From an optimization exercise on the open Yosys and OpenROAD flow, aimed at small area, a short achievable clock period and few clock cycles per item; shortcuts taken in it are not production practice. No run shown here included a check of the RTL's function; only the layout flow was run. Power and IR drop assume default switching activity.

<file path="flow/config.mk">
export PLATFORM = sky130hd
export DESIGN_NAME = nearest_palette_color_unit
export DESIGN_NICKNAME = nearest_palette_color_unit
export VERILOG_FILES = /design/flow/design.v
export SDC_FILE = /design/flow/constraint.sdc
export NUM_CORES = 4
export LEC_CHECK = 0
export ABC_AREA = 1
export CAP_MARGIN = 20
export CORE_MARGIN = 2
export CORE_UTILIZATION = 40
export SETUP_SLACK_MARGIN = 2.6
export SLEW_MARGIN = 20
</file>
<file path="flow/constraint.sdc">
create_clock -name core_clock -period 5.5 [get_ports {clk_i}]
set_input_delay 1.1000 -clock core_clock [delete_from_list [all_inputs] [get_ports {clk_i}]]
set_output_delay 1.1000 -clock core_clock [all_outputs]
set_load 0.01 [all_outputs]
</file>
<file path="flow/design.v">
package npc_pkg;
  localparam int unsigned NumColors = 22;
endpackage
module nearest_palette_color_unit #(
  parameter int unsigned PALETTE_SIZE = 22
) (
  input  logic        clk_i,
  input  logic        rst_ni,
  input  logic        cfg_we_i,
  input  logic [21:0] cfg_wdata_i,
  input  logic        pixel_valid_i,
  output logic        pixel_ready_o,
  input  logic [31:0] pixel_word_i,
  output logic        result_valid_o,
  input  logic        result_ready_i,
  output logic [4:0]  color_index_o,
  output logic        none_enabled_o
);
  function automatic logic [1:0] cmp_join(input logic [1:0] hi, input logic [1:0] lo);
    cmp_join = {hi[1] | (hi[0] & lo[1]), hi[1] | (hi[0] & lo[0])};
  endfunction
  function automatic logic ge_key(input logic [11:0] x, input logic [11:0] y);
    logic [23:0] p;
    logic [23:0] q;
    q = '0;
    for (int k = 0; k < 12; k++) p[2*k +: 2] = {x[k] & ~y[k], x[k] | ~y[k]};
    q[0 +: 2] = cmp_join(p[2 +: 2], p[0 +: 2]);
    q[2 +: 2] = cmp_join(p[6 +: 2], p[4 +: 2]);
    q[4 +: 2] = cmp_join(p[10 +: 2], p[8 +: 2]);
    q[6 +: 2] = cmp_join(p[14 +: 2], p[12 +: 2]);
    q[8 +: 2] = cmp_join(p[18 +: 2], p[16 +: 2]);
    q[10 +: 2] = cmp_join(p[22 +: 2], p[20 +: 2]);
    p[0 +: 2] = cmp_join(q[2 +: 2], q[0 +: 2]);
    p[2 +: 2] = cmp_join(q[6 +: 2], q[4 +: 2]);
    p[4 +: 2] = cmp_join(q[10 +: 2], q[8 +: 2]);
    q[0 +: 2] = cmp_join(p[2 +: 2], p[0 +: 2]);
    q[2 +: 2] = p[4 +: 2];
    p[0 +: 2] = cmp_join(q[2 +: 2], q[0 +: 2]);
    ge_key = p[0];
  endfunction
  logic [21:0] enable_mask_q;
  always_ff @(posedge clk_i or negedge rst_ni) begin
    if (!rst_ni) enable_mask_q <= 22'h3fffff;
    else if (cfg_we_i) enable_mask_q <= cfg_wdata_i;
  end
  logic ready_q;
  logic take_px;
  assign pixel_ready_o = ready_q;
  assign take_px = pixel_valid_i & ready_q;
  logic [23:0] px_q;
  logic [21:0] en_q;
  logic        vin_q;
  logic [30:0] lt_q;
  always_ff @(posedge clk_i) begin
    lt_q[0] <= pixel_word_i[7:0] < 8'd187;
    lt_q[1] <= pixel_word_i[7:0] < 8'd102;
    lt_q[2] <= pixel_word_i[15:8] < 8'd102;
    lt_q[3] <= pixel_word_i[23:16] < 8'd102;
    lt_q[4] <= pixel_word_i[23:16] < 8'd128;
    lt_q[5] <= pixel_word_i[15:8] < 8'd128;
    lt_q[6] <= pixel_word_i[7:0] < 8'd191;
    lt_q[7] <= pixel_word_i[7:0] < 8'd146;
    lt_q[8] <= pixel_word_i[15:8] < 8'd211;
    lt_q[9] <= pixel_word_i[23:16] < 8'd202;
    lt_q[10] <= pixel_word_i[7:0] < 8'd34;
    lt_q[11] <= pixel_word_i[15:8] < 8'd139;
    lt_q[12] <= pixel_word_i[23:16] < 8'd34;
    lt_q[13] <= pixel_word_i[7:0] < 8'd64;
    lt_q[14] <= pixel_word_i[15:8] < 8'd224;
    lt_q[15] <= pixel_word_i[23:16] < 8'd208;
    lt_q[16] <= pixel_word_i[7:0] < 8'd128;
    lt_q[17] <= pixel_word_i[7:0] < 8'd186;
    lt_q[18] <= pixel_word_i[15:8] < 8'd184;
    lt_q[19] <= pixel_word_i[23:16] < 8'd108;
    lt_q[20] <= pixel_word_i[7:0] < 8'd135;
    lt_q[21] <= pixel_word_i[15:8] < 8'd206;
    lt_q[22] <= pixel_word_i[23:16] < 8'd235;
    lt_q[23] <= pixel_word_i[7:0] < 8'd143;
    lt_q[24] <= pixel_word_i[15:8] < 8'd21;
    lt_q[25] <= pixel_word_i[7:0] < 8'd144;
    lt_q[26] <= pixel_word_i[15:8] < 8'd238;
    lt_q[27] <= pixel_word_i[23:16] < 8'd144;
    lt_q[28] <= pixel_word_i[7:0] < 8'd165;
    lt_q[29] <= pixel_word_i[15:8] < 8'd42;
    lt_q[30] <= pixel_word_i[23:16] < 8'd42;
  end
  always_ff @(posedge clk_i) begin
    px_q <= pixel_word_i[23:0];
    en_q <= enable_mask_q;
  end
  always_ff @(posedge clk_i or negedge rst_ni) begin
    if (!rst_ni) vin_q <= 1'b0;
    else vin_q <= take_px;
  end
  logic [7:0] px_r, px_g, px_b;
  assign px_r = px_q[7:0];
  assign px_g = px_q[15:8];
  assign px_b = px_q[23:16];
  logic [7:0] mn_r_187;
  assign mn_r_187 = lt_q[0] ? px_r[7:0] : 8'd187;
  logic [6:0] mn_r_102;
  assign mn_r_102 = lt_q[1] ? px_r[6:0] : 7'd102;
  logic [6:0] mn_g_102;
  assign mn_g_102 = lt_q[2] ? px_g[6:0] : 7'd102;
  logic [6:0] mn_b_102;
  assign mn_b_102 = lt_q[3] ? px_b[6:0] : 7'd102;
  logic [7:0] mn_b_128;
  assign mn_b_128 = lt_q[4] ? px_b[7:0] : 8'd128;
  logic [7:0] mn_g_128;
  assign mn_g_128 = lt_q[5] ? px_g[7:0] : 8'd128;
  logic [7:0] mn_r_191;
  assign mn_r_191 = lt_q[6] ? px_r[7:0] : 8'd191;
  logic [7:0] mn_r_146;
  assign mn_r_146 = lt_q[7] ? px_r[7:0] : 8'd146;
  logic [7:0] mn_g_211;
  assign mn_g_211 = lt_q[8] ? px_g[7:0] : 8'd211;
  logic [7:0] mn_b_202;
  assign mn_b_202 = lt_q[9] ? px_b[7:0] : 8'd202;
  logic [5:0] mn_r_34;
  assign mn_r_34 = lt_q[10] ? px_r[5:0] : 6'd34;
  logic [7:0] mn_g_139;
  assign mn_g_139 = lt_q[11] ? px_g[7:0] : 8'd139;
  logic [5:0] mn_b_34;
  assign mn_b_34 = lt_q[12] ? px_b[5:0] : 6'd34;
  logic [6:0] mn_r_64;
  assign mn_r_64 = lt_q[13] ? px_r[6:0] : 7'd64;
  logic [7:0] mn_g_224;
  assign mn_g_224 = lt_q[14] ? px_g[7:0] : 8'd224;
  logic [7:0] mn_b_208;
  assign mn_b_208 = lt_q[15] ? px_b[7:0] : 8'd208;
  logic [7:0] mn_r_128;
  assign mn_r_128 = lt_q[16] ? px_r[7:0] : 8'd128;
  logic [7:0] mn_r_186;
  assign mn_r_186 = lt_q[17] ? px_r[7:0] : 8'd186;
  logic [7:0] mn_g_184;
  assign mn_g_184 = lt_q[18] ? px_g[7:0] : 8'd184;
  logic [6:0] mn_b_108;
  assign mn_b_108 = lt_q[19] ? px_b[6:0] : 7'd108;
  logic [7:0] mn_r_135;
  assign mn_r_135 = lt_q[20] ? px_r[7:0] : 8'd135;
  logic [7:0] mn_g_206;
  assign mn_g_206 = lt_q[21] ? px_g[7:0] : 8'd206;
  logic [7:0] mn_b_235;
  assign mn_b_235 = lt_q[22] ? px_b[7:0] : 8'd235;
  logic [7:0] mn_r_143;
  assign mn_r_143 = lt_q[23] ? px_r[7:0] : 8'd143;
  logic [4:0] mn_g_21;
  assign mn_g_21 = lt_q[24] ? px_g[4:0] : 5'd21;
  logic [7:0] mn_r_144;
  assign mn_r_144 = lt_q[25] ? px_r[7:0] : 8'd144;
  logic [7:0] mn_g_238;
  assign mn_g_238 = lt_q[26] ? px_g[7:0] : 8'd238;
  logic [7:0] mn_b_144;
  assign mn_b_144 = lt_q[27] ? px_b[7:0] : 8'd144;
  logic [7:0] mn_r_165;
  assign mn_r_165 = lt_q[28] ? px_r[7:0] : 8'd165;
  logic [5:0] mn_g_42;
  assign mn_g_42 = lt_q[29] ? px_g[5:0] : 6'd42;
  logic [5:0] mn_b_42;
  assign mn_b_42 = lt_q[30] ? px_b[5:0] : 6'd42;
  logic [11:0] k0;
  assign k0 = {en_q[0], 10'd383, 1'b1};
  logic [11:0] k1;
  assign k1 = {en_q[1], 10'(px_r) + 10'(px_g) + 10'(px_b) + 10'd1, 1'b0};
  logic [11:0] k2;
  assign k2 = {en_q[2], 10'(px_r) + 10'd256, 1'b0};
  logic [11:0] k3;
  assign k3 = {en_q[3], 10'(px_g) + 10'd256, 1'b0};
  logic [11:0] k4;
  assign k4 = {en_q[4], 10'(px_b) + 10'd256, 1'b0};
  logic [11:0] k5;
  assign k5 = {en_q[5], 10'(mn_r_187) + 10'd290, 1'b0};
  logic [11:0] k6;
  assign k6 = {en_q[6], 10'(mn_r_102) + 10'(mn_g_102) + 10'(mn_b_102) + 10'd230, 1'b1};
  logic [11:0] k7;
  assign k7 = {en_q[7], 10'(mn_b_128) + 10'd319, 1'b1};
  logic [11:0] k8;
  assign k8 = {en_q[8], 10'(mn_g_128) + 10'(mn_b_128) + 10'd255, 1'b1};
  logic [11:0] k9;
  assign k9 = {en_q[9], 10'(mn_r_191) + 10'(px_g) + 10'd160, 1'b1};
  logic [11:0] k10;
  assign k10 = {en_q[10], 10'(px_g) + 10'(px_b) + 10'd128, 1'b1};
  logic [11:0] k11;
  assign k11 = {en_q[11], 10'(mn_r_146) + 10'(mn_g_211) + 10'(mn_b_202) + 10'd104, 1'b0};
  logic [11:0] k12;
  assign k12 = {en_q[12], 10'(mn_r_34) + 10'(mn_g_139) + 10'(mn_b_34) + 10'd280, 1'b0};
  logic [11:0] k13;
  assign k13 = {en_q[13], 10'(mn_r_64) + 10'(mn_g_224) + 10'(mn_b_208) + 10'd135, 1'b1};
  logic [11:0] k14;
  assign k14 = {en_q[14], 10'(mn_r_128) + 10'd319, 1'b1};
  logic [11:0] k15;
  assign k15 = {en_q[15], 10'(mn_r_128) + 10'(mn_b_128) + 10'd255, 1'b1};
  logic [11:0] k16;
  assign k16 = {en_q[16], 10'(mn_r_186) + 10'(mn_g_184) + 10'(mn_b_108) + 10'd144, 1'b1};
  logic [11:0] k17;
  assign k17 = {en_q[17], 10'(mn_r_135) + 10'(mn_g_206) + 10'(mn_b_235) + 10'd95, 1'b1};
  logic [11:0] k18;
  assign k18 = {en_q[18], 10'(mn_r_143) + 10'(mn_g_21) + 10'd301, 1'b1};
  logic [11:0] k19;
  assign k19 = {en_q[19], 10'(mn_r_144) + 10'(mn_g_238) + 10'(mn_b_144) + 10'd120, 1'b1};
  logic [11:0] k20;
  assign k20 = {en_q[20], 10'(mn_r_165) + 10'(mn_g_42) + 10'(mn_b_42) + 10'd259, 1'b0};
  logic [11:0] k21;
  assign k21 = {en_q[21], 10'(px_r) + 10'(px_g) + 10'd128, 1'b1};
  logic [11:0] t1_1_key;
  logic [0:0] t1_1_idx;
  logic t1_1_ge01;
  assign t1_1_ge01 = ge_key(k2, k3);
  logic t1_1_w0;
  assign t1_1_w0 = t1_1_ge01;
  logic t1_1_w1;
  assign t1_1_w1 = !t1_1_ge01;
  assign t1_1_key = t1_1_w0 ? k2 : k3;
  assign t1_1_idx = 1'(t1_1_w0 ? 1'd0 : 1'd1);
  logic [11:0] t1_2_key;
  logic [0:0] t1_2_idx;
  logic t1_2_ge01;
  assign t1_2_ge01 = ge_key(k4, k5);
  logic t1_2_w0;
  assign t1_2_w0 = t1_2_ge01;
  logic t1_2_w1;
  assign t1_2_w1 = !t1_2_ge01;
  assign t1_2_key = t1_2_w0 ? k4 : k5;
  assign t1_2_idx = 1'(t1_2_w0 ? 1'd0 : 1'd1);
  logic [11:0] r0_0_key;
  logic [11:0] r0_1_key;
  logic [11:0] r0_2_key;
  logic [0:0] r0_2_idx;
  logic [11:0] r0_3_key;
  logic [0:0] r0_3_idx;
  logic [11:0] r0_4_key;
  logic [11:0] r0_5_key;
  logic [11:0] r0_6_key;
  logic [11:0] r0_7_key;
  logic [11:0] r0_8_key;
  logic [11:0] r0_9_key;
  logic [11:0] r0_10_key;
  logic [11:0] r0_11_key;
  logic [11:0] r0_12_key;
  logic [11:0] r0_13_key;
  logic [11:0] r0_14_key;
  logic [11:0] r0_15_key;
  logic [11:0] r0_16_key;
  logic [11:0] r0_17_key;
  logic [11:0] r0_18_key;
  logic [11:0] r0_19_key;
  logic vs0_q;
  always_ff @(posedge clk_i) begin
    r0_0_key <= k0;
    r0_1_key <= k1;
    r0_2_key <= t1_1_key;
    r0_2_idx <= t1_1_idx;
    r0_3_key <= t1_2_key;
    r0_3_idx <= t1_2_idx;
    r0_4_key <= k6;
    r0_5_key <= k7;
    r0_6_key <= k8;
    r0_7_key <= k9;
    r0_8_key <= k10;
    r0_9_key <= k11;
    r0_10_key <= k12;
    r0_11_key <= k13;
    r0_12_key <= k14;
    r0_13_key <= k15;
    r0_14_key <= k16;
    r0_15_key <= k17;
    r0_16_key <= k18;
    r0_17_key <= k19;
    r0_18_key <= k20;
    r0_19_key <= k21;
  end
  always_ff @(posedge clk_i or negedge rst_ni) begin
    if (!rst_ni) vs0_q <= 1'b0;
    else vs0_q <= vin_q;
  end
  logic [11:0] t1_0_key;
  logic [0:0] t1_0_idx;
  logic t1_0_ge01;
  assign t1_0_ge01 = ge_key(r0_0_key, r0_1_key);
  logic t1_0_w0;
  assign t1_0_w0 = t1_0_ge01;
  logic t1_0_w1;
  assign t1_0_w1 = !t1_0_ge01;
  assign t1_0_key = t1_0_w0 ? r0_0_key : r0_1_key;
  assign t1_0_idx = 1'(t1_0_w0 ? 1'd0 : 1'd1);
  logic [11:0] t1_3_key;
  logic [0:0] t1_3_idx;
  logic t1_3_ge01;
  assign t1_3_ge01 = ge_key(r0_4_key, r0_5_key);
  logic t1_3_w0;
  assign t1_3_w0 = t1_3_ge01;
  logic t1_3_w1;
  assign t1_3_w1 = !t1_3_ge01;
  assign t1_3_key = t1_3_w0 ? r0_4_key : r0_5_key;
  assign t1_3_idx = 1'(t1_3_w0 ? 1'd0 : 1'd1);
  logic [11:0] t1_4_key;
  logic [0:0] t1_4_idx;
  logic t1_4_ge01;
  assign t1_4_ge01 = ge_key(r0_6_key, r0_7_key);
  logic t1_4_w0;
  assign t1_4_w0 = t1_4_ge01;
  logic t1_4_w1;
  assign t1_4_w1 = !t1_4_ge01;
  assign t1_4_key = t1_4_w0 ? r0_6_key : r0_7_key;
  assign t1_4_idx = 1'(t1_4_w0 ? 1'd0 : 1'd1);
  logic [11:0] t1_5_key;
  logic [0:0] t1_5_idx;
  logic t1_5_ge01;
  assign t1_5_ge01 = ge_key(r0_8_key, r0_9_key);
  logic t1_5_w0;
  assign t1_5_w0 = t1_5_ge01;
  logic t1_5_w1;
  assign t1_5_w1 = !t1_5_ge01;
  assign t1_5_key = t1_5_w0 ? r0_8_key : r0_9_key;
  assign t1_5_idx = 1'(t1_5_w0 ? 1'd0 : 1'd1);
  logic [11:0] t1_6_key;
  logic [0:0] t1_6_idx;
  logic t1_6_ge01;
  assign t1_6_ge01 = ge_key(r0_10_key, r0_11_key);
  logic t1_6_w0;
  assign t1_6_w0 = t1_6_ge01;
  logic t1_6_w1;
  assign t1_6_w1 = !t1_6_ge01;
  assign t1_6_key = t1_6_w0 ? r0_10_key : r0_11_key;
  assign t1_6_idx = 1'(t1_6_w0 ? 1'd0 : 1'd1);
  logic [11:0] t1_7_key;
  logic [0:0] t1_7_idx;
  logic t1_7_ge01;
  assign t1_7_ge01 = ge_key(r0_12_key, r0_13_key);
  logic t1_7_w0;
  assign t1_7_w0 = t1_7_ge01;
  logic t1_7_w1;
  assign t1_7_w1 = !t1_7_ge01;
  assign t1_7_key = t1_7_w0 ? r0_12_key : r0_13_key;
  assign t1_7_idx = 1'(t1_7_w0 ? 1'd0 : 1'd1);
  logic [11:0] t1_8_key;
  logic [0:0] t1_8_idx;
  logic t1_8_ge01;
  assign t1_8_ge01 = ge_key(r0_14_key, r0_15_key);
  logic t1_8_w0;
  assign t1_8_w0 = t1_8_ge01;
  logic t1_8_w1;
  assign t1_8_w1 = !t1_8_ge01;
  assign t1_8_key = t1_8_w0 ? r0_14_key : r0_15_key;
  assign t1_8_idx = 1'(t1_8_w0 ? 1'd0 : 1'd1);
  logic [11:0] t1_9_key;
  logic [0:0] t1_9_idx;
  logic t1_9_ge01;
  assign t1_9_ge01 = ge_key(r0_16_key, r0_17_key);
  logic t1_9_w0;
  assign t1_9_w0 = t1_9_ge01;
  logic t1_9_w1;
  assign t1_9_w1 = !t1_9_ge01;
  assign t1_9_key = t1_9_w0 ? r0_16_key : r0_17_key;
  assign t1_9_idx = 1'(t1_9_w0 ? 1'd0 : 1'd1);
  logic [11:0] t1_10_key;
  logic [0:0] t1_10_idx;
  logic t1_10_ge01;
  assign t1_10_ge01 = ge_key(r0_18_key, r0_19_key);
  logic t1_10_w0;
  assign t1_10_w0 = t1_10_ge01;
  logic t1_10_w1;
  assign t1_10_w1 = !t1_10_ge01;
  assign t1_10_key = t1_10_w0 ? r0_18_key : r0_19_key;
  assign t1_10_idx = 1'(t1_10_w0 ? 1'd0 : 1'd1);
  logic [11:0] t2_0_key;
  logic [1:0] t2_0_idx;
  logic t2_0_ge01;
  assign t2_0_ge01 = ge_key(t1_0_key, r0_2_key);
  logic t2_0_w0;
  assign t2_0_w0 = t2_0_ge01;
  logic t2_0_w1;
  assign t2_0_w1 = !t2_0_ge01;
  assign t2_0_key = t2_0_w0 ? t1_0_key : r0_2_key;
  assign t2_0_idx = 2'(t2_0_w0 ? {1'd0, t1_0_idx} : {1'd1, r0_2_idx});
  logic [11:0] t2_1_key;
  logic [1:0] t2_1_idx;
  logic t2_1_ge01;
  assign t2_1_ge01 = ge_key(r0_3_key, t1_3_key);
  logic t2_1_w0;
  assign t2_1_w0 = t2_1_ge01;
  logic t2_1_w1;
  assign t2_1_w1 = !t2_1_ge01;
  assign t2_1_key = t2_1_w0 ? r0_3_key : t1_3_key;
  assign t2_1_idx = 2'(t2_1_w0 ? {1'd0, r0_3_idx} : {1'd1, t1_3_idx});
  logic [11:0] t2_2_key;
  logic [1:0] t2_2_idx;
  logic t2_2_ge01;
  assign t2_2_ge01 = ge_key(t1_4_key, t1_5_key);
  logic t2_2_w0;
  assign t2_2_w0 = t2_2_ge01;
  logic t2_2_w1;
  assign t2_2_w1 = !t2_2_ge01;
  assign t2_2_key = t2_2_w0 ? t1_4_key : t1_5_key;
  assign t2_2_idx = 2'(t2_2_w0 ? {1'd0, t1_4_idx} : {1'd1, t1_5_idx});
  logic [11:0] t2_3_key;
  logic [1:0] t2_3_idx;
  logic t2_3_ge01;
  assign t2_3_ge01 = ge_key(t1_6_key, t1_7_key);
  logic t2_3_w0;
  assign t2_3_w0 = t2_3_ge01;
  logic t2_3_w1;
  assign t2_3_w1 = !t2_3_ge01;
  assign t2_3_key = t2_3_w0 ? t1_6_key : t1_7_key;
  assign t2_3_idx = 2'(t2_3_w0 ? {1'd0, t1_6_idx} : {1'd1, t1_7_idx});
  logic [11:0] t2_4_key;
  logic [1:0] t2_4_idx;
  logic t2_4_ge01;
  assign t2_4_ge01 = ge_key(t1_8_key, t1_9_key);
  logic t2_4_w0;
  assign t2_4_w0 = t2_4_ge01;
  logic t2_4_w1;
  assign t2_4_w1 = !t2_4_ge01;
  assign t2_4_key = t2_4_w0 ? t1_8_key : t1_9_key;
  assign t2_4_idx = 2'(t2_4_w0 ? {1'd0, t1_8_idx} : {1'd1, t1_9_idx});
  logic [11:0] t2_5_key;
  logic [1:0] t2_5_idx;
  assign t2_5_key = t1_10_key;
  assign t2_5_idx = 2'(t1_10_idx);
  logic [11:0] r2_0_key;
  logic [1:0] r2_0_idx;
  logic [11:0] r2_1_key;
  logic [1:0] r2_1_idx;
  logic [11:0] r2_2_key;
  logic [1:0] r2_2_idx;
  logic [11:0] r2_3_key;
  logic [1:0] r2_3_idx;
  logic [11:0] r2_4_key;
  logic [1:0] r2_4_idx;
  logic [11:0] r2_5_key;
  logic [1:0] r2_5_idx;
  logic vs2_q;
  always_ff @(posedge clk_i) begin
    r2_0_key <= t2_0_key;
    r2_0_idx <= t2_0_idx;
    r2_1_key <= t2_1_key;
    r2_1_idx <= t2_1_idx;
    r2_2_key <= t2_2_key;
    r2_2_idx <= t2_2_idx;
    r2_3_key <= t2_3_key;
    r2_3_idx <= t2_3_idx;
    r2_4_key <= t2_4_key;
    r2_4_idx <= t2_4_idx;
    r2_5_key <= t2_5_key;
    r2_5_idx <= t2_5_idx;
  end
  always_ff @(posedge clk_i or negedge rst_ni) begin
    if (!rst_ni) vs2_q <= 1'b0;
    else vs2_q <= vs0_q;
  end
  logic [11:0] t3_0_key;
  logic [2:0] t3_0_idx;
  logic t3_0_ge01;
  assign t3_0_ge01 = ge_key(r2_0_key, r2_1_key);
  logic t3_0_w0;
  assign t3_0_w0 = t3_0_ge01;
  logic t3_0_w1;
  assign t3_0_w1 = !t3_0_ge01;
  assign t3_0_key = t3_0_w0 ? r2_0_key : r2_1_key;
  assign t3_0_idx = 3'(t3_0_w0 ? {1'd0, r2_0_idx} : {1'd1, r2_1_idx});
  logic [11:0] t3_1_key;
  logic [2:0] t3_1_idx;
  logic t3_1_ge01;
  assign t3_1_ge01 = ge_key(r2_2_key, r2_3_key);
  logic t3_1_w0;
  assign t3_1_w0 = t3_1_ge01;
  logic t3_1_w1;
  assign t3_1_w1 = !t3_1_ge01;
  assign t3_1_key = t3_1_w0 ? r2_2_key : r2_3_key;
  assign t3_1_idx = 3'(t3_1_w0 ? {1'd0, r2_2_idx} : {1'd1, r2_3_idx});
  logic [11:0] t3_2_key;
  logic [2:0] t3_2_idx;
  logic t3_2_ge01;
  assign t3_2_ge01 = ge_key(r2_4_key, r2_5_key);
  logic t3_2_w0;
  assign t3_2_w0 = t3_2_ge01;
  logic t3_2_w1;
  assign t3_2_w1 = !t3_2_ge01;
  assign t3_2_key = t3_2_w0 ? r2_4_key : r2_5_key;
  assign t3_2_idx = 3'(t3_2_w0 ? {1'd0, r2_4_idx} : {1'd1, r2_5_idx});
  logic [11:0] t4_0_key;
  logic [3:0] t4_0_idx;
  logic t4_0_ge01;
  assign t4_0_ge01 = ge_key(t3_0_key, t3_1_key);
  logic t4_0_w0;
  assign t4_0_w0 = t4_0_ge01;
  logic t4_0_w1;
  assign t4_0_w1 = !t4_0_ge01;
  assign t4_0_key = t4_0_w0 ? t3_0_key : t3_1_key;
  assign t4_0_idx = 4'(t4_0_w0 ? {1'd0, t3_0_idx} : {1'd1, t3_1_idx});
  logic [11:0] t4_1_key;
  logic [3:0] t4_1_idx;
  assign t4_1_key = t3_2_key;
  assign t4_1_idx = 4'(t3_2_idx);
  logic [11:0] r4_0_key;
  logic [3:0] r4_0_idx;
  logic [11:0] r4_1_key;
  logic [3:0] r4_1_idx;
  logic vs4_q;
  always_ff @(posedge clk_i) begin
    r4_0_key <= t4_0_key;
    r4_0_idx <= t4_0_idx;
    r4_1_key <= t4_1_key;
    r4_1_idx <= t4_1_idx;
  end
  always_ff @(posedge clk_i or negedge rst_ni) begin
    if (!rst_ni) vs4_q <= 1'b0;
    else vs4_q <= vs2_q;
  end
  logic [11:0] t5_0_key;
  logic [4:0] t5_0_idx;
  logic t5_0_ge01;
  assign t5_0_ge01 = ge_key(r4_0_key, r4_1_key);
  logic t5_0_w0;
  assign t5_0_w0 = t5_0_ge01;
  logic t5_0_w1;
  assign t5_0_w1 = !t5_0_ge01;
  assign t5_0_key = t5_0_w0 ? r4_0_key : r4_1_key;
  assign t5_0_idx = 5'(t5_0_w0 ? {1'd0, r4_0_idx} : {1'd1, r4_1_idx});
  logic [5:0] res;
  logic      res_v;
  assign res = {!t5_0_key[11], t5_0_key[11] ? 5'(t5_0_idx) : 5'd0};
  assign res_v = vs4_q;
  logic [5:0] q_v;
  logic [5:0] q0_q;
  logic [5:0] q1_q;
  logic [5:0] q2_q;
  logic [5:0] q3_q;
  logic [5:0] q4_q;
  logic [5:0] q5_q;
  logic take_res;
  assign take_res = q_v[0] & result_ready_i;
  assign result_valid_o = q_v[0];
  assign color_index_o = q0_q[4:0];
  assign none_enabled_o = q0_q[5];
  logic [5:0] sh_v;
  logic [5:0] nx_v;
  assign sh_v = take_res ? (q_v >> 1) : q_v;
  assign nx_v = sh_v | (res_v ? ((sh_v + 1'b1) & ~sh_v) : '0);
  always_ff @(posedge clk_i) begin
    q0_q <= sh_v[0] ? (take_res ? q1_q : q0_q) : res;
    q1_q <= sh_v[1] ? (take_res ? q2_q : q1_q) : res;
    q2_q <= sh_v[2] ? (take_res ? q3_q : q2_q) : res;
    q3_q <= sh_v[3] ? (take_res ? q4_q : q3_q) : res;
    q4_q <= sh_v[4] ? (take_res ? q5_q : q4_q) : res;
    q5_q <= sh_v[5] ? q5_q : res;
  end
  always_ff @(posedge clk_i or negedge rst_ni) begin
    if (!rst_ni) q_v <= '0;
    else q_v <= nx_v;
  end
  logic [2:0] occ_q;
  logic [2:0] occ_nx;
  assign occ_nx = occ_q + 3'(take_px) - 3'(take_res);
  always_ff @(posedge clk_i or negedge rst_ni) begin
    if (!rst_ni) begin
      occ_q   <= '0;
      ready_q <= 1'b0;
    end else begin
      occ_q   <= occ_nx;
      ready_q <= occ_nx < 3'd6;
    end
  end
endmodule
</file>
<file path="flow/run.sh">
#!/bin/bash
# synth_recipe.tcl (not shown) runs the flow's synth.tcl, then flattens the netlist and writes it again
# the make line also repeats each setting of config.mk as NAME=value (left out here)
make -C /OpenROAD-flow-scripts/flow DESIGN_CONFIG=/design/flow/config.mk WORK_HOME=/design/flow/orfs CLKGATE_MAP_FILE= SYNTH_SCRIPT=/design/flow/synth_recipe.tcl finish
</file>
==> results.tsv, run 1 <==
metric	value	unit
CTS Buffer Depth	3	
vias in the first global route	20900	
register area share after synthesis	0.368	
crit-path max cell delay	0.40	ns
vias	22400	
Syn Area/Cell	7.47	um^2
initial antenna violation count	1	
crit-path cells	buf_12 > inv_2 > ha_4 > inv_1 > a221o_1 > xor2_1 > inv_1 > ha_4 > nand2_1 > o21ai_2 > a21oi_1 > o21bai_1 > nand2_1 > nand2_2 > a21oi_2 > xor2_1	
Vias/cell	4.77	
R2R Path Start	px_q[2]$_DFF_P_	
PwrDens	597	nW/um^2
clock root buffer	clkbuf_16	
layout cell share with drive strength beyond 1	0.117	
Min Clock Period, post-route	2.97	ns
CTS hold repair buffers	0	
Max-Cap Viols	0	
largest net degree at the start of global routing	37	
core area	67300	um^2
non-filler instance count after layout	4701	
Initial Util	0.404	
hold crit path type	reg2reg	
routability congestion estimate	0.924	
Die Span Y	265	um
crit path max fanout	9	
Remaining Overflow, GRT	0	
CP Class	reg2reg	
clock latency (worst-skew pair)	0.62	ns
PortBufs	58	
hpwl dp	54800	um
first-pass GRT wire length	112000	um
CTS H-tree depth	2	
VDD IR max	303	uV
Setup TNS Final	0	ns
CP Launch Point	px_q[2]$_DFF_P_	
first-iteration detailed-routing DRC count	1399	
CP arrival	3.45	ns
RSZ-0062 raised after global routing	true	
# diodes	0	
P_leak	16.8	nW
Mapped Nets	3995	
Final Hold Viols	0	
required time worst endpoint	5.98	ns
final-report max-slew violation count	0	
Post-synth ARST share	0.0764	
drt pass-1 iters	6	
Slew Limit Headroom	0.365	
Fmax	337	MHz
Worst Clk Skew	0.0297	ns
hold_ws	0.321	ns
commonest non-fill, non-tap cell in the layout	nand2_1	
slowest CP cell	a221o_1	
CP startpoint kind	flip-flop	
Largest delay share family, worst path	compound AO/OA/AOI/OAI gates	
Bufs and invs on worst path	4	
CTS clk-pin slew, worst paths	0.06	ns
EDFF count, synth	36	
most frequent cells in the layout	nand2_1 (1,065), inv_1 (642), dfxtp_1 (365), nor2_1 (203), ha_1 (200)	
register bit total from synthesis	471	
Total Routing Usage GR	0.205	
prevailing post-synth register cell	dfxtp_1	
fin nets	4138	
Clock Sinks	471	
leading area contributor after synthesis	dfxtp_1	
Cells after DPL	4523	
Worst Max-Slew Pin Slew	0.953	ns
CTS tree	yes	
Post-Syn Instances	3640	
FP Rows	95	
# IOs	67	
Wirelength per Cell	15.5	um
drc violations	0	
CTS buffer count	53	
Netlist Area Pre-Place	27200	um^2
die span in x	265	um
main area contributors after synthesis	dfxtp_1 (29%), nand2_1 (15%), ha_1 (10%)	
Synth cell types	57	
setup violators final	0	
Detailed Route WL	72900	um
area grow syn2layout	17.8	%
share of the synthesized area in the top cell type	0.294	
status	complete, no violations	
Final Cycle Share	0.540	
die area	70100	um^2
crit path capture type	flip-flop	
post-route ant nets	0	
hold_sp	en_q[11]$_DFF_P_	
Yosys Warn Count	1	
## cells in the mapped netlist, types with 16 or more instances
master,n
clkbuf_1,39
dfxtp_1,399
fa_1,70
mux2_2,22
nand3_1,196
nand2_1,1074
inv_1,658
ha_1,226
or2_1,17
o21ai_0,172
dfstp_2,22
a21oi_1,145
nor2_1,206
xnor2_1,19
nand2_2,26
xor2_1,75
edfxtp_1,36
o21ai_1,35
nand3b_1,22
nand4_1,16
## through the flow
stage / cell area, um^2 / setup WS (ns) / utilization / power [mW]
after floorplan: 27200 / 2.58 / - / 12.4
after global placement: 28600 / 1.97 / 0.426 / 14.6
after detailed placement: 28600 / 1.87 / 0.426 / 14.7
after CTS: 31000 / 2.50 / 0.461 / 18.7
after global routing: 32100 / 2.44 / 0.476 / 20.9
final: 32100 / 2.53 / 0.476 / 19.1
## power by group
| group | switching [mW] | internal (mW) | total [mW] |
|---|---|---|---|
| clock | 1.51 | 2.19 | 3.70 |
| sequential | 0.621 | 4.74 | 5.36 |
| combinational | 6.69 | 3.39 | 10.1 |
| total | 8.82 | 10.3 | 19.1 |
## sequential cells by signal, indices dropped and copies added (netlist names), 12 cells and up
register,count
lt_q,31
px_q,24
en_q,22
enable_mask_q,22
r2_0_key,12
r2_1_key,12
r2_2_key,12
r2_3_key,12
r2_5_key,12
r4_0_key,12
r4_1_key,12
## cell type report
class / count / area [um^2]
tap: 873 / 1090
timing repair buffer: 155 / 1510
inverter: 669 / 2540
multi-input combinational: 2433 / 14900
clock inverter: 31 / 344
fill: 6526 / 35200
sequential: 471 / 10100
clock buffer: 69 / 1540
## repair_timing
item | CTS | global route
pin swaps | 8 | 73
cloned | 0 | 2
buffers inserted | 30 | 46
gates resized for setup | 83 | 135
endpoints found under the setup margin | 109 | 111
## layer usage
layer / vias up / global-route usage / part of all wire / wire [um]
met1: 10100 / 0.266 / 0.44 / 32200
met2: 520 / 0.341 / 0.46 / 33500
met4: 0 / 0.0809 / 0.041 / 3000
li1: 11600 / - / - / -
met3: 158 / 0.0336 / 0.058 / 4240
met5: - / 0 / 0 / 0
## worst paths after layout
check | cells after the start | slack, ns | to
worst max-delay path | 16 | 2.53 | r0_1_key[9]$_DFF_P_
worst min-delay path | 0 | 0.32 | r0_9_key[11]$_DFF_P_
worst max register to register | 16 | 2.53 | r0_1_key[9]$_DFF_P_
worst min register to register | 0 | 0.32 | r0_9_key[11]$_DFF_P_
max in group asynchronous | 2 | 4.42 | occ_q[0]$_DFF_PN0_
min in group asynchronous | 2 | 0.65 | ready_q$_DFF_PN0_
## cell families (layout without fill, tap and decap cells)
logic type / after synthesis / in the layout / synth area share
mux: 22 / 22 / 0.00911
simple gates: 1587 / 1587 / 0.241
compound gates: 434 / 434 / 0.0905
flops: 471 / 471 / 0.368
buf+inv: 736 / 924 / 0.106
xor+xnor: 94 / 94 / 0.0303
fa+ha+maj: 296 / 296 / 0.155
==> run 2, diff against run 1 <==
--- a/flow/design.v
+++ b/flow/design.v
@@ -222,6 +222,26 @@
   assign t1_2_w1 = !t1_2_ge01;
   assign t1_2_key = t1_2_w0 ? k4 : k5;
   assign t1_2_idx = 1'(t1_2_w0 ? 1'd0 : 1'd1);
+  logic [11:0] t1_4_key;
+  logic [0:0] t1_4_idx;
+  logic t1_4_ge01;
+  assign t1_4_ge01 = ge_key(k8, k9);
+  logic t1_4_w0;
+  assign t1_4_w0 = t1_4_ge01;
+  logic t1_4_w1;
+  assign t1_4_w1 = !t1_4_ge01;
+  assign t1_4_key = t1_4_w0 ? k8 : k9;
+  assign t1_4_idx = 1'(t1_4_w0 ? 1'd0 : 1'd1);
+  logic [11:0] t1_7_key;
+  logic [0:0] t1_7_idx;
+  logic t1_7_ge01;
+  assign t1_7_ge01 = ge_key(k14, k15);
+  logic t1_7_w0;
+  assign t1_7_w0 = t1_7_ge01;
+  logic t1_7_w1;
+  assign t1_7_w1 = !t1_7_ge01;
+  assign t1_7_key = t1_7_w0 ? k14 : k15;
+  assign t1_7_idx = 1'(t1_7_w0 ? 1'd0 : 1'd1);
   logic [11:0] r0_0_key;
   logic [11:0] r0_1_key;
   logic [11:0] r0_2_key;
@@ -231,19 +251,19 @@
   logic [11:0] r0_4_key;
   logic [11:0] r0_5_key;
   logic [11:0] r0_6_key;
+  logic [0:0] r0_6_idx;
   logic [11:0] r0_7_key;
   logic [11:0] r0_8_key;
   logic [11:0] r0_9_key;
   logic [11:0] r0_10_key;
   logic [11:0] r0_11_key;
+  logic [0:0] r0_11_idx;
   logic [11:0] r0_12_key;
   logic [11:0] r0_13_key;
   logic [11:0] r0_14_key;
   logic [11:0] r0_15_key;
   logic [11:0] r0_16_key;
   logic [11:0] r0_17_key;
-  logic [11:0] r0_18_key;
-  logic [11:0] r0_19_key;
   logic vs0_q;
   always_ff @(posedge clk_i) begin
     r0_0_key <= k0;
@@ -254,20 +274,20 @@
     r0_3_idx <= t1_2_idx;
     r0_4_key <= k6;
     r0_5_key <= k7;
-    r0_6_key <= k8;
-    r0_7_key <= k9;
-    r0_8_key <= k10;
-    r0_9_key <= k11;
-    r0_10_key <= k12;
-    r0_11_key <= k13;
-    r0_12_key <= k14;
-    r0_13_key <= k15;
-    r0_14_key <= k16;
-    r0_15_key <= k17;
-    r0_16_key <= k18;
-    r0_17_key <= k19;
-    r0_18_key <= k20;
-    r0_19_key <= k21;
+    r0_6_key <= t1_4_key;
+    r0_6_idx <= t1_4_idx;
+    r0_7_key <= k10;
+    r0_8_key <= k11;
+    r0_9_key <= k12;
+    r0_10_key <= k13;
+    r0_11_key <= t1_7_key;
+    r0_11_idx <= t1_7_idx;
+    r0_12_key <= k16;
+    r0_13_key <= k17;
+    r0_14_key <= k18;
+    r0_15_key <= k19;
+    r0_16_key <= k20;
+    r0_17_key <= k21;
   end
   always_ff @(posedge clk_i or negedge rst_ni) begin
     if (!rst_ni) vs0_q <= 1'b0;
@@ -293,75 +313,55 @@
   assign t1_3_w1 = !t1_3_ge01;
   assign t1_3_key = t1_3_w0 ? r0_4_key : r0_5_key;
   assign t1_3_idx = 1'(t1_3_w0 ? 1'd0 : 1'd1);
-  logic [11:0] t1_4_key;
-  logic [0:0] t1_4_idx;
-  logic t1_4_ge01;
-  assign t1_4_ge01 = ge_key(r0_6_key, r0_7_key);
-  logic t1_4_w0;
-  assign t1_4_w0 = t1_4_ge01;
-  logic t1_4_w1;
-  assign t1_4_w1 = !t1_4_ge01;
-  assign t1_4_key = t1_4_w0 ? r0_6_key : r0_7_key;
-  assign t1_4_idx = 1'(t1_4_w0 ? 1'd0 : 1'd1);
   logic [11:0] t1_5_key;
   logic [0:0] t1_5_idx;
   logic t1_5_ge01;
-  assign t1_5_ge01 = ge_key(r0_8_key, r0_9_key);
+  assign t1_5_ge01 = ge_key(r0_7_key, r0_8_key);
   logic t1_5_w0;
   assign t1_5_w0 = t1_5_ge01;
   logic t1_5_w1;
   assign t1_5_w1 = !t1_5_ge01;
-  assign t1_5_key = t1_5_w0 ? r0_8_key : r0_9_key;
+  assign t1_5_key = t1_5_w0 ? r0_7_key : r0_8_key;
   assign t1_5_idx = 1'(t1_5_w0 ? 1'd0 : 1'd1);
   logic [11:0] t1_6_key;
   logic [0:0] t1_6_idx;
   logic t1_6_ge01;
-  assign t1_6_ge01 = ge_key(r0_10_key, r0_11_key);
+  assign t1_6_ge01 = ge_key(r0_9_key, r0_10_key);
   logic t1_6_w0;
   assign t1_6_w0 = t1_6_ge01;
   logic t1_6_w1;
   assign t1_6_w1 = !t1_6_ge01;
-  assign t1_6_key = t1_6_w0 ? r0_10_key : r0_11_key;
+  assign t1_6_key = t1_6_w0 ? r0_9_key : r0_10_key;
   assign t1_6_idx = 1'(t1_6_w0 ? 1'd0 : 1'd1);
-  logic [11:0] t1_7_key;
-  logic [0:0] t1_7_idx;
-  logic t1_7_ge01;
-  assign t1_7_ge01 = ge_key(r0_12_key, r0_13_key);
-  logic t1_7_w0;
-  assign t1_7_w0 = t1_7_ge01;
-  logic t1_7_w1;
-  assign t1_7_w1 = !t1_7_ge01;
-  assign t1_7_key = t1_7_w0 ? r0_12_key : r0_13_key;
-  assign t1_7_idx = 1'(t1_7_w0 ? 1'd0 : 1'd1);
   logic [11:0] t1_8_key;
   logic [0:0] t1_8_idx;
   logic t1_8_ge01;
-  assign t1_8_ge01 = ge_key(r0_14_key, r0_15_key);
+  assign t1_8_ge01 = ge_key(r0_12_key, r0_13_key);
   logic t1_8_w0;
   assign t1_8_w0 = t1_8_ge01;
   logic t1_8_w1;
   assign t1_8_w1 = !t1_8_ge01;
-  assign t1_8_key = t1_8_w0 ? r0_14_key : r0_15_key;
+  assign t1_8_key = t1_8_w0 ? r0_12_key : r0_13_key;
   assign t1_8_idx = 1'(t1_8_w0 ? 1'd0 : 1'd1);
   logic [11:0] t1_9_key;
   logic [0:0] t1_9_idx;
   logic t1_9_ge01;
-  assign t1_9_ge01 = ge_key(r0_16_key, r0_17_key);
+  assign t1_9_ge01 = ge_key(r0_14_key, r0_15_key);
   logic t1_9_w0;
   assign t1_9_w0 = t1_9_ge01;
   logic t1_9_w1;
   assign t1_9_w1 = !t1_9_ge01;
-  assign t1_9_key = t1_9_w0 ? r0_16_key : r0_17_key;
+  assign t1_9_key = t1_9_w0 ? r0_14_key : r0_15_key;
   assign t1_9_idx = 1'(t1_9_w0 ? 1'd0 : 1'd1);
   logic [11:0] t1_10_key;
   logic [0:0] t1_10_idx;
   logic t1_10_ge01;
-  assign t1_10_ge01 = ge_key(r0_18_key, r0_19_key);
+  assign t1_10_ge01 = ge_key(r0_16_key, r0_17_key);
   logic t1_10_w0;
   assign t1_10_w0 = t1_10_ge01;
   logic t1_10_w1;
   assign t1_10_w1 = !t1_10_ge01;
-  assign t1_10_key = t1_10_w0 ? r0_18_key : r0_19_key;
+  assign t1_10_key = t1_10_w0 ? r0_16_key : r0_17_key;
   assign t1_10_idx = 1'(t1_10_w0 ? 1'd0 : 1'd1);
   logic [11:0] t2_0_key;
   logic [1:0] t2_0_idx;
@@ -386,23 +386,23 @@
   logic [11:0] t2_2_key;
   logic [1:0] t2_2_idx;
   logic t2_2_ge01;
-  assign t2_2_ge01 = ge_key(t1_4_key, t1_5_key);
+  assign t2_2_ge01 = ge_key(r0_6_key, t1_5_key);
   logic t2_2_w0;
   assign t2_2_w0 = t2_2_ge01;
   logic t2_2_w1;
   assign t2_2_w1 = !t2_2_ge01;
-  assign t2_2_key = t2_2_w0 ? t1_4_key : t1_5_key;
-  assign t2_2_idx = 2'(t2_2_w0 ? {1'd0, t1_4_idx} : {1'd1, t1_5_idx});
+  assign t2_2_key = t2_2_w0 ? r0_6_key : t1_5_key;
+  assign t2_2_idx = 2'(t2_2_w0 ? {1'd0, r0_6_idx} : {1'd1, t1_5_idx});
   logic [11:0] t2_3_key;
   logic [1:0] t2_3_idx;
   logic t2_3_ge01;
-  assign t2_3_ge01 = ge_key(t1_6_key, t1_7_key);
+  assign t2_3_ge01 = ge_key(t1_6_key, r0_11_key);
   logic t2_3_w0;
   assign t2_3_w0 = t2_3_ge01;
   logic t2_3_w1;
   assign t2_3_w1 = !t2_3_ge01;
-  assign t2_3_key = t2_3_w0 ? t1_6_key : t1_7_key;
-  assign t2_3_idx = 2'(t2_3_w0 ? {1'd0, t1_6_idx} : {1'd1, t1_7_idx});
+  assign t2_3_key = t2_3_w0 ? t1_6_key : r0_11_key;
+  assign t2_3_idx = 2'(t2_3_w0 ? {1'd0, t1_6_idx} : {1'd1, r0_11_idx});
   logic [11:0] t2_4_key;
   logic [1:0] t2_4_idx;
   logic t2_4_ge01;
==> run 2 against run 1 <==
Sequential power fell by 2%. Register-to-register slack got worse by 0.08 ns. Cell count barely moved. Maximum frequency shrank 2.5%. Synthesized cell count is 0.99% lower. Utilization up 1.4 points. Sequential share of layout area fell by 1.5 points. Count of clock-buffer cells in the layout decreased by 6. Sequential cell count down 20. Largest power group unchanged.
==> results.tsv, run 2 <==
metric	value	unit
status	complete, no violations	
Total Routing Usage GR	0.212	
leading area contributor after synthesis	dfxtp_1	
Syn Area/Cell	7.43	um^2
crit-path cells	nand2_4 > ha_1 > inv_1 > ha_2 > fa_2 > inv_1 > nor2_1 > o21ai_1 > maj3_2 > nand2_1 > nand2_1 > o211ai_1 > nand2_2 > nand3_4 > nand2_8 > buf_4 > nand3_1 > nand2_1	
Yosys Warn Count	1	
Area after DPL	28200	um^2
Compound-Gate Fraction of Synth Area	0.0973	
Clock Sinks	451	
R2R Path Start	px_q[17]$_DFF_P_	
initial antenna violation count	3	
die area	69000	um^2
crit path max fanout	6	
Mapped Nets	3958	
Fmax	328	MHz
core area	66000	um^2
r2r endpoint	r0_6_key[2]$_DFF_P_	
fin nets	4152	
Synth Area in Simple Gates	0.241	
Worst Clk Skew	0.0379	ns
setup violators final	0	
PortBufs	58	
clock latency (worst-skew pair)	0.62	ns
area share of fa/ha/maj cells after synthesis	0.158	
register bit total from synthesis	451	
VDD IR max	415	uV
vias in the first global route	21100	
Setup TNS Final	0	ns
Biggest register	lt_q	
routability congestion estimate	0.920	
Worst Max-Slew Pin Slew	1.02	ns
CP startpoint kind	flip-flop	
Min Clock Period, post-route	3.05	ns
Remaining Overflow, GRT	0	
RSZ-0062 raised after global routing	true	
PwrDens	576	nW/um^2
slowest CP cell	fa_2	
worst reg-to-reg path cell count	18	
CTS H-tree depth	2	
Post-Layout Inst Area	32300	um^2
drt pass-1 iters	5	
Max-Cap Viols	0	
final setup margin	2.45	ns
hold_sp	en_q[18]$_DFF_P_	
commonest non-fill, non-tap cell in the layout	nand2_1	
die span in x	263	um
CP Class	reg2reg	
most frequent cell after synthesis	nand2_1	
WHS Path Cells	0	
Final Cycle Share	0.554	
number of flip-flops in the largest register	31	
register area share after synthesis	0.358	
P_leak	16.8	nW
vias	22700	
post-route ant nets	0	
final-report max-slew violation count	0	
layout cell share with drive strength beyond 1	0.157	
drc violations	0	
Detailed Route WL	75200	um
share of the synthesized area in the top cell type	0.283	
Synth Area in XOR/XNOR	0.0298	
top flop regs	lt_q x31, px_q x24	
DP Worst Slack	1.67	ns
Slew Limit Headroom	0.311	
proportion of synthesized area in mux cells	0.00925	
first-iteration detailed-routing DRC count	1289	
Final Hold Viols	0	
hold_ws	0.323	ns
CTS hold repair buffers	0	
# IOs	67	
FP Rows	94	
hpwl dp	55000	um
r2r setup slk	2.45	ns
clock root buffer	clkbuf_16	
# diodes	0	
Hold Path Sink	r0_14_key[11]$_DFF_P_	
crit path capture type	flip-flop	
Initial Util	0.406	
largest family of logic cells by synthesized area	simple AND/OR/NAND/NOR gates	
main area contributors after synthesis	dfxtp_1 (28%), nand2_1 (14%), ha_1 (11%)	
area grow syn2layout	20.8	%
required time worst endpoint	6.00	ns
Post-synth ARST share	0.0798	
hold crit path type	reg2reg	
first-pass GRT wire length	115000	um
CTS buffer count	49	
CTS tree	yes	
Die Span Y	263	um
cell seen most often among critical-path stages	nand2_1	
Vias/cell	4.83	
CP arrival	3.55	ns
CP Launch Point	px_q[17]$_DFF_P_	
CTS clk-pin slew, worst paths	0.06	ns
crit-path max cell delay	0.57	ns
Synth cell types	63	
Netlist Area Pre-Place	26800	um^2
Post-Syn Instances	3604	
Wirelength per Cell	16.0	um
largest net degree at the start of global routing	37	
Commonest cells post-synth	nand2_1 (1,033), inv_1 (641), dfxtp_1 (379)	
fin util	0.490	
prevailing post-synth register cell	dfxtp_1	
EDFF count, synth	36	
most frequent cells in the layout	nand2_1 (997), inv_1 (619), dfxtp_1 (344), nor2_1 (213), nand3_1 (203)	
CTS Buffer Depth	3	
[run 2: cell count changes in the layout (fill, tap and decap cells not counted), moves of 11 or more]
cell     change
buf_6       +17
a21oi_2     +12
buf_4       +39
nand2_2     +23
inv_1       -23
o21ai_0     +21
dfxtp_1     -21
nand2_4     +11
nand2_1     -68
a21oi_1     -15
ha_1        -15
[run 2: worst max-delay path by stage]
stage	endpoint
6_report	r0_6_key[2]$_DFF_P_
5_1_grt	r0_6_key[2]$_DFF_P_
4_1_cts	r0_8_key[9]$_DFF_P_
3_5_place_dp	r0_6_key[1]$_DFF_P_
3_3_place_gp	r0_6_key[1]$_DFF_P_
2_1_floorplan	r0_11_key[6]$_DFF_P_
[run 2: final cells by class]
type	instances	area, um^2
clock buffer	63	1330
clock inverter	28	303
fill	6317	33600
inverter	652	2480
multi-input combinational	2433	15500
sequential	451	9690
tap	864	1080
timing repair buffer	211	1980
[run 2: per-stage QoR]
step	total power [mW]	std cells
after floorplan	12.3	3604
after global placement	14.3	4475
after detailed placement	14.4	4475
after CTS	18.1	4635
after global routing	20.3	4702
final	18.6	4702
[run 2: kinds of logic after synthesis]
kind of cell,Yosys count
flops,451
xor+xnor,91
buf+inv,722
simple gates,1565
mux,22
compound gates,456
fa+ha+maj,297
[run 2: per-layer routing]
metal | vias to the layer above | global-route usage | part of all wire
li1 | 11600 | - | -
met1 | 10200 | 0.275 | 0.44
met2 | 628 | 0.349 | 0.45
met3 | 199 | 0.0282 | 0.060
met4 | 2 | 0.0999 | 0.051
met5 | - | 0 | 0.00019
[run 2: where the power goes]
part           internal, mW  switching, mW  leakage, nW
Combinational          3.44           6.62         12.0
Clock                  1.88           1.44        0.798
Sequential             4.60          0.668         4.00
[run 2: what timing repair did]
item,4_1_cts,5_1_grt
cloned,2,1
resized for setup,163,202
buffers inserted,67,66
pin swaps,33,107
hold endpoints to repair,0,0
setup endpoints to repair,132,127
[run 2: worst max-delay path, delay by kind of cell, from the launching register on]
kind            cells  cell delay (ns)
compound gates      2             0.19
fa+ha+maj           4             1.34
buf+inv             3             0.25
flops               1             0.43
simple gates        9             0.75

[port drivers added, routing unchanged]
The results above use ideal ports. As a check the final layouts listed here were re-extracted and re-timed, cells and wires unchanged.
Step 1, drivers: a clkbuf_16 drives clk_i and a buf_2 each remaining input, both assumed.
Step 2 adds t to the input delays and takes it off the output delays; t is the mean of the earliest and latest rising clock arrival at the registers after step 1. Input paths then give back, and output paths get back, about the clock's delay inside the block.
Slacks: no drivers / after step 1 / after step 2; pairs: no drivers / after step 1.
run | t, ns | setup WS [ns] | worst setup path at the end
run 1 | 0.661 | 2.529 / 2.529 / 2.296 | input to register
run 2 | 0.661 | 2.452 / 2.452 / 2.203 | input to register
After both steps setup and hold are still met in every run listed. The setup slack of run 2, which loses most, moves by 0.000 ns with the drivers and by -0.249 ns with both steps.
